This design comes from an exercise in tuning for small area, a short achievable clock period and few clock cycles per item on the open sky130 flow, not from production work.
Function was checked by simulation only, so behaviour that the tests miss may differ from the original.
No activity file was given, so power comes from the tool's default toggle rates.

<file path="design.v">
`default_nettype none
package lbm_pkg;
  localparam int q_dirs = 9;
  function automatic int dir_cx(input int i);
    case (i)
      1, 5, 8: dir_cx = 1;
      3, 6, 7: dir_cx = -1;
      default: dir_cx = 0;
    endcase
  endfunction
  function automatic int dir_cy(input int i);
    case (i)
      2, 5, 6: dir_cy = 1;
      4, 7, 8: dir_cy = -1;
      default: dir_cy = 0;
    endcase
  endfunction
  typedef enum logic [1:0] {
    st_idle,
    st_sum,
    st_div,
    st_ack
  } ctrl_state_e;
endpackage
`default_nettype wire
`default_nettype none
module moment_sum #(
  parameter int DATA_WIDTH = 32
) (
  input  logic                           clock_50,
  input  logic                           arst_n,
  input  logic                           load,
  input  logic [lbm_pkg::q_dirs*DATA_WIDTH-1:0]   fin,
  output logic signed [DATA_WIDTH-1:0]   rho_sum,
  output logic signed [DATA_WIDTH-1:0]   px_sum,
  output logic signed [DATA_WIDTH-1:0]   py_sum
);
  logic signed [DATA_WIDTH-1:0] rho_next;
  logic signed [DATA_WIDTH-1:0] px_next;
  logic signed [DATA_WIDTH-1:0] py_next;
  always_comb begin
    logic signed [DATA_WIDTH-1:0] val;
    rho_next = '0;
    px_next  = '0;
    py_next  = '0;
    val      = '0;
    for (int i = 0; i < lbm_pkg::q_dirs; i++) begin
      val      = fin[i*DATA_WIDTH +: DATA_WIDTH];
      rho_next = rho_next + val;
      if (lbm_pkg::dir_cx(i) > 0) begin
        px_next = px_next + val;
      end else if (lbm_pkg::dir_cx(i) < 0) begin
        px_next = px_next - val;
      end
      if (lbm_pkg::dir_cy(i) > 0) begin
        py_next = py_next + val;
      end else if (lbm_pkg::dir_cy(i) < 0) begin
        py_next = py_next - val;
      end
    end
  end
  always_ff @(posedge clock_50 or negedge arst_n) begin
    if (!arst_n) begin
      rho_sum <= '0;
      px_sum  <= '0;
      py_sum  <= '0;
    end else if (load) begin
      rho_sum <= rho_next;
      px_sum  <= px_next;
      py_sum  <= py_next;
    end
  end
endmodule
`default_nettype wire
`default_nettype none
module fp_divider #(
  parameter int DATA_WIDTH = 32,
  parameter int FRAC_BITS  = 24
) (
  input  logic                         clock_50,
  input  logic                         arst_n,
  input  logic                         start,
  input  logic signed [DATA_WIDTH-1:0] dividend,
  input  logic signed [DATA_WIDTH-1:0] divisor,
  output logic                         done,
  output logic signed [DATA_WIDTH-1:0] quotient,
  output logic                         dbz,
  output logic                         ovf
);
  localparam int steps = DATA_WIDTH + FRAC_BITS;
  localparam int cnt_w = $clog2(steps + 1);
  localparam logic [steps-1:0] pos_max = {{FRAC_BITS{1'b0}}, 1'b0, {(DATA_WIDTH-1){1'b1}}};
  localparam logic [steps-1:0] neg_max = {{FRAC_BITS{1'b0}}, 1'b1, {(DATA_WIDTH-1){1'b0}}};
  logic                  busy;
  logic [cnt_w-1:0]      cnt;
  logic [steps-1:0]      num;
  logic [DATA_WIDTH-1:0] den;
  logic [DATA_WIDTH:0]   rem;
  logic [steps-1:0]      quo;
  logic                  neg;
  logic                  zero_div;
  logic [DATA_WIDTH-1:0] dividend_mag;
  logic [DATA_WIDTH-1:0] divisor_mag;
  logic [DATA_WIDTH:0]   rem_shift;
  logic [DATA_WIDTH:0]   rem_trial;
  logic                  fits;
  logic                  too_big;
  logic [DATA_WIDTH-1:0] q_mag;
  logic [DATA_WIDTH-1:0] q_signed;
  assign dividend_mag = dividend[DATA_WIDTH-1] ? DATA_WIDTH'(-dividend) : dividend;
  assign divisor_mag  = divisor[DATA_WIDTH-1] ? DATA_WIDTH'(-divisor) : divisor;
  assign rem_shift = {rem[DATA_WIDTH-1:0], num[steps-1]};
  assign rem_trial = rem_shift - {1'b0, den};
  assign fits      = rem_shift >= {1'b0, den};
  assign too_big  = neg ? (quo > neg_max) : (quo > pos_max);
  assign q_mag    = quo[DATA_WIDTH-1:0];
  assign q_signed = neg ? -q_mag : q_mag;
  always_ff @(posedge clock_50 or negedge arst_n) begin
    if (!arst_n) begin
      busy     <= 1'b0;
      cnt      <= '0;
      done     <= 1'b0;
      quotient <= '0;
      dbz      <= 1'b0;
      ovf      <= 1'b0;
    end else begin
      done <= 1'b0;
      if (start) begin
        busy <= 1'b1;
        cnt  <= '0;
      end else if (busy) begin
        if (cnt == cnt_w'(steps)) begin
          busy <= 1'b0;
          done <= 1'b1;
          dbz  <= zero_div;
          ovf  <= !zero_div && too_big;
          if (zero_div || too_big) begin
            quotient <= '0;
          end else begin
            quotient <= q_signed;
          end
        end else begin
          cnt <= cnt + 1'b1;
        end
      end
    end
  end
  always_ff @(posedge clock_50) begin
    if (start) begin
      num      <= {dividend_mag, {FRAC_BITS{1'b0}}};
      den      <= divisor_mag;
      rem      <= '0;
      quo      <= '0;
      neg      <= dividend[DATA_WIDTH-1] ^ divisor[DATA_WIDTH-1];
      zero_div <= (divisor == '0);
    end else if (busy && cnt != cnt_w'(steps)) begin
      num <= {num[steps-2:0], 1'b0};
      quo <= {quo[steps-2:0], fits};
      rem <= fits ? rem_trial : rem_shift;
    end
  end
endmodule
`default_nettype wire
`default_nettype none
module moment_ctrl (
  input  logic clock_50,
  input  logic arst_n,
  input  logic req,
  input  logic div_done,
  output logic load,
  output logic div_start,
  output logic ack
);
  lbm_pkg::ctrl_state_e state;
  always_ff @(posedge clock_50 or negedge arst_n) begin
    if (!arst_n) begin
      state     <= lbm_pkg::st_idle;
      load      <= 1'b0;
      div_start <= 1'b0;
      ack       <= 1'b0;
    end else begin
      load      <= 1'b0;
      div_start <= 1'b0;
      case (state)
        lbm_pkg::st_idle: begin
          if (req) begin
            load  <= 1'b1;
            state <= lbm_pkg::st_sum;
          end
        end
        lbm_pkg::st_sum: begin
          div_start <= 1'b1;
          state     <= lbm_pkg::st_div;
        end
        lbm_pkg::st_div: begin
          if (div_done) begin
            ack   <= 1'b1;
            state <= lbm_pkg::st_ack;
          end
        end
        lbm_pkg::st_ack: begin
          if (!req) begin
            ack   <= 1'b0;
            state <= lbm_pkg::st_idle;
          end
        end
        default: begin
          ack   <= 1'b0;
          state <= lbm_pkg::st_idle;
        end
      endcase
    end
  end
endmodule
`default_nettype wire
`default_nettype none
module lbm_moments #(
  parameter int DATA_WIDTH = 32,
  parameter int FRAC_BITS  = 24
) (
  input  logic                          clock_50,
  input  logic                          arst_n,
  input  logic                          req,
  input  logic [lbm_pkg::q_dirs*DATA_WIDTH-1:0]  fin,
  output logic                          ack,
  output logic signed [DATA_WIDTH-1:0]  rho,
  output logic signed [DATA_WIDTH-1:0]  ux,
  output logic signed [DATA_WIDTH-1:0]  uy,
  output logic                          dbz,
  output logic                          ovf_x,
  output logic                          ovf_y
);
  logic                         load;
  logic                         div_start;
  logic                         div_done;
  logic signed [DATA_WIDTH-1:0] rho_sum;
  logic signed [DATA_WIDTH-1:0] px_sum;
  logic signed [DATA_WIDTH-1:0] py_sum;
  assign rho = rho_sum;
  moment_sum #(
    .DATA_WIDTH (DATA_WIDTH)
  ) i_sum (
    .clock_50 (clock_50),
    .arst_n   (arst_n),
    .load     (load),
    .fin      (fin),
    .rho_sum  (rho_sum),
    .px_sum   (px_sum),
    .py_sum   (py_sum)
  );
  fp_divider #(
    .DATA_WIDTH (DATA_WIDTH),
    .FRAC_BITS  (FRAC_BITS)
  ) div_ux (
    .clock_50 (clock_50),
    .arst_n   (arst_n),
    .start    (div_start),
    .dividend (px_sum),
    .divisor  (rho_sum),
    .done     (div_done),
    .quotient (ux),
    .dbz      (dbz),
    .ovf      (ovf_x)
  );
  fp_divider #(
    .DATA_WIDTH (DATA_WIDTH),
    .FRAC_BITS  (FRAC_BITS)
  ) div_uy (
    .clock_50 (clock_50),
    .arst_n   (arst_n),
    .start    (div_start),
    .dividend (py_sum),
    .divisor  (rho_sum),
    .done     (),
    .quotient (uy),
    .dbz      (),
    .ovf      (ovf_y)
  );
  moment_ctrl i_ctrl (
    .clock_50  (clock_50),
    .arst_n    (arst_n),
    .req       (req),
    .div_done  (div_done),
    .load      (load),
    .div_start (div_start),
    .ack       (ack)
  );
endmodule
`default_nettype wire
</file>
<file path="run.sh">
#!/bin/bash
# synth_recipe.tcl (not shown) runs the flow's synth.tcl, then flattens the netlist and writes it again
# the make line also repeats each setting of config.mk as NAME=value (left out here)
make -C /OpenROAD-flow-scripts/flow DESIGN_CONFIG=/design/flow/config.mk WORK_HOME=/design/flow/orfs CLKGATE_MAP_FILE= SYNTH_SCRIPT=/design/flow/synth_recipe.tcl finish
</file>
<file path="constraint.sdc">
create_clock -name core_clock -period 8.0 [get_ports {clock_50}]
set_input_delay 1.6000 -clock core_clock [delete_from_list [all_inputs] [get_ports {clock_50}]]
set_output_delay 1.6000 -clock core_clock [all_outputs]
set_load 0.01 [all_outputs]
</file>
<file path="config.mk">
export PLATFORM = sky130hd
export DESIGN_NAME = lbm_moments
export DESIGN_NICKNAME = lbm_moments
export VERILOG_FILES = /design/flow/design.v
export SDC_FILE = /design/flow/constraint.sdc
export NUM_CORES = 4
export LEC_CHECK = 0
export CAP_MARGIN = 20
export CORE_MARGIN = 2
export CORE_UTILIZATION = 40
export SLEW_MARGIN = 20
</file>
==> results.txt <==
==> routing by layer <==
metal / up-vias / global-route usage / routed length [um]
met5: - / 0 / 0
met4: 0 / 0.0356 / 1510
met3: 101 / 0.0245 / 4100
met2: 526 / 0.345 / 48600
met1: 14300 / 0.272 / 45000
li1: 14100 / - / -
==> sequential cells by signal, summed over array words and instances, names as in the netlist, 2 cells and up <==
signal / cells
div_ux.cnt: 6
div_uy.quo: 56
i_ctrl.state: 2
i_sum.rho_sum: 32
div_uy.num: 32
div_uy.den: 32
div_ux.quo: 56
div_ux.num: 32
i_sum.py_sum: 32
i_sum.px_sum: 32
div_uy.cnt: 6
div_ux.rem: 32
div_ux.quotient: 32
div_uy.quotient: 32
div_uy.rem: 32
==> power breakdown <==
| group | switching [mW] | internal [mW] |
|---|---|---|
| logic | 6.60 | 5.01 |
| registers | 0.655 | 3.18 |
| clock network | 0.977 | 1.26 |
| total | 8.23 | 9.45 |
==> final cells by class <==
| type | instances | area, um^2 |
|---|---|---|
| Inverter | 709 | 2660 |
| Sequential cell | 458 | 11100 |
| Fill cell | 9221 | 51000 |
| Clock buffer | 77 | 1450 |
| Multi-Input combinational cell | 2720 | 25000 |
| Timing Repair Buffer | 415 | 4100 |
| Clock inverter | 17 | 111 |
| Tap cell | 1276 | 1600 |
==> layout by cell type (no fill, tap or decap), types with 19 or more instances in the layout <==
cell type	n
a211oi_1	24
inv_1	706
nand2_1	275
mux2i_1	45
o21a_1	22
nand2b_1	21
xor2_1	156
xnor2_1	143
a31oi_1	22
dfrtp_1	180
nor2b_1	19
clkbuf_16	51
a21o_1	63
or3_1	37
fa_1	461
nor3_1	37
edfxtp_1	99
a21oi_1	192
ha_1	175
mux2_2	62
nor2_1	163
nand3_1	35
nor4_1	29
o31ai_1	61
o21ai_0	257
a22o_1	107
o21bai_1	21
o41ai_1	19
nand4_1	37
clkdlybuf4s50_1	389
dfxtp_1	176
buf_4	25
==> worst max-delay path, stage by stage <==
cell             delay, ns
clkdlybuf4s50_1       0.51
inv_1                 0.07
fa_1                  0.51
inv_1                 0.06
fa_1                  0.50
fa_1                  0.56
inv_1                 0.06
fa_1                  0.58
inv_1                 0.06
ha_1                  0.30
a211oi_1              0.43
o21ai_0               0.33
a221oi_1              0.65
o21ba_2               0.31
o21ai_0               0.20
a221oi_1              0.29
buf_4                 0.18
o21ai_0               0.11
xnor2_1               0.13
mux2_2                0.26
==> cell families (layout without fill, tap and decap cells) <==
group | Yosys count | in the layout | synth area share
DFF | 458 | 458 | 0.282
adders and majority gates | 636 | 636 | 0.291
muxes | 107 | 107 | 0.0293
xor gates and xnor gates | 299 | 299 | 0.0667
AOI/OAI and AO/OA | 913 | 913 | 0.153
and+or+nand+nor | 765 | 765 | 0.0958
buffers and inverters | 851 | 1218 | 0.0818
==> per-stage QoR <==
stage,util,hold WS (ns),cells
after floorplan,-,0.437,4029
after global placement,0.458,0.454,5578
after detailed placement,0.458,0.466,5578
after CTS,0.474,0.471,5672
after global routing,0.474,0.497,5672
final,0.474,0.474,5672
==> worst max path at each step <==
| stage | from | endpoint | depth (start not counted) |
|---|---|---|---|
| 2_1_floorplan | fin[3] | i_sum.rho_sum[31] | 18 |
| 3_3_place_gp | fin[35] | i_sum.rho_sum[31] | 20 |
| 3_5_place_dp | fin[35] | i_sum.rho_sum[31] | 20 |
| 4_1_cts | fin[35] | i_sum.rho_sum[31] | 20 |
| 5_1_grt | fin[67] | i_sum.rho_sum[31] | 20 |
| 6_report | fin[35] | i_sum.rho_sum[31] | 20 |
==> flow_metrics.tcl <==
set metrics [dict create \
    gr-usage-all-layers 0.200 \
    std_cell_rows 114 \
    setup_viol 0 \
    crit_path_start_kind "input port" \
    drive_gt1_frac 0.0478 \
    synth_top_area_share 0.235 \
    drt_wl_total_um 99200 \
    rsz0062_at_grt "false" \
    h-tree-depth 2 \
    cts_max_path_buffers 3 \
    vdd_drop_max_mv 0.217 \
    ys_warn_count 3 \
    first_iter_violations 1585 \
    whs_path_depth 2 \
    crit_arrival_ns 7.70 \
    hold-path-endpoint "div_ux.quotient[5]" \
    fp.dieW_um 317 \
    seq_area_frac_synth 0.282 \
    pin_count 391 \
    rr_worst_depth 13 \
    synth_area_leaders "fa_1, dfrtp_1, dfxtp_1, edfxtp_1, inv_1" \
    async_flop_share 0.400 \
    synth_area_um2 39200 \
    end_kind "flip-flop" \
    crit_required_ns 8.46 \
    grt_pass1_wl_um 161000 \
    synth_cells 4029 \
    rr_startpoint "div_uy.den[4]" \
    drc 0 \
    post_dp_cell_area_um2 44400 \
    globalRouteOverflowTotal 0 \
    post_drt_wl_per_cell_um 17.5 \
    yosysMostFrequentCell "inv_1" \
    synth-seq-cells 458 \
    post_cts_buffers 0 \
    io_buffers 390 \
    r2r_end "div_ux.rem[18]" \
    fin_ws_ns 0.761 \
    critPathMaxFanout 3 \
    grt_max_degree 96 \
    clock_skew_ns 0.0286 \
    hp-class "flip-flop to flip-flop" \
    vias 29000 \
    finalSetupTns_ns 0 \
    max_freq_mhz 138 \
    cts_tree "done" \
    routabilityCongestion 0.916 \
    yosys_most_used_dff "dfrtp_1" \
    syn2layout_area_growth_pct 17.2 \
    vias_per_cell 5.12 \
    min_period_ns 7.24 \
    cts_made_buffers 50 \
    synth_fp_nets 4956 \
    fin_crit_sh 0.905 \
    first_global_vias 30100 \
    finalHoldViolCount 0 \
    finalPower_mw 17.7 \
    status "no timing/DRC/antenna violations" \
    diodes 0 \
    cts_num_sinks 458 \
    path_clk_slew_ns 0.06 \
    start_util 0.405 \
    slew_headroom 0.305 \
    cellPowerDensity_nw_per_um2 384 \
    root_buffer "clkbuf_16" \
    antenna_found_initial 1 \
    total_leakage_power_nw 20.5 \
    synth_cell_types 86 \
    clock_latency_ns 0.60 \
    dr.pass1.iters 5 \
    hold_start "div_ux.quotient[5]" \
    final_area_um2 46000 \
    antenna_left 0 \
    tightest_slew_ns 1.04 \
    fin_nets 5281 \
    finalMaxSlewViolations 0 \
    die_y_um 317 \
    dpl.hpwl_um 80200 \
    r2r_slack_ns 3.85 \
    cts_resized 0 \
    dp_slack_ns 0.176 \
    synth_largest_area_cell "fa_1" \
    coreArea_um2 97000 \
    synth_edf_count 99 \
    maxCapViolCount 0 \
    worst-setup-path-type "input port to flip-flop" \
    ctsHoldBuffers 0 \
    synth_common_cells "inv_1, fa_1, nand2_1" \
    syn_area_per_cell_um2 9.74 \
    die-area_um2 101000 \
]
Testbench counts, summed over its fixed seeds: cycles 23,800, items 384.

==> separate check: timing with driven ports <==
Ports are ideal in the flow. The routed layout listed here was re-timed in OpenROAD. Step 1 sets driving cells, clkbuf_16 on the clock port and buf_2 on the other inputs (assumed; they add their load-dependent delay and slew). Step 2 moves the port delays by t, midway between the first and last clock arrival at a register: inputs arrive t later, outputs are due t later. That takes back most of the time a late clock gives input paths. Slacks: ideal ports / drivers / drivers and shift; pairs: ideal ports / drivers.
t (ns): 0.653
slack for setup (ns): 0.761 / 0.798 / 0.146
hold WS [ns]: 0.474 / 0.474 / 0.474
worst setup path at the end: input to register
After both steps this run still meets setup and hold. For this run, drivers alone change the setup slack by +0.037 ns; drivers and shift together by -0.615 ns.
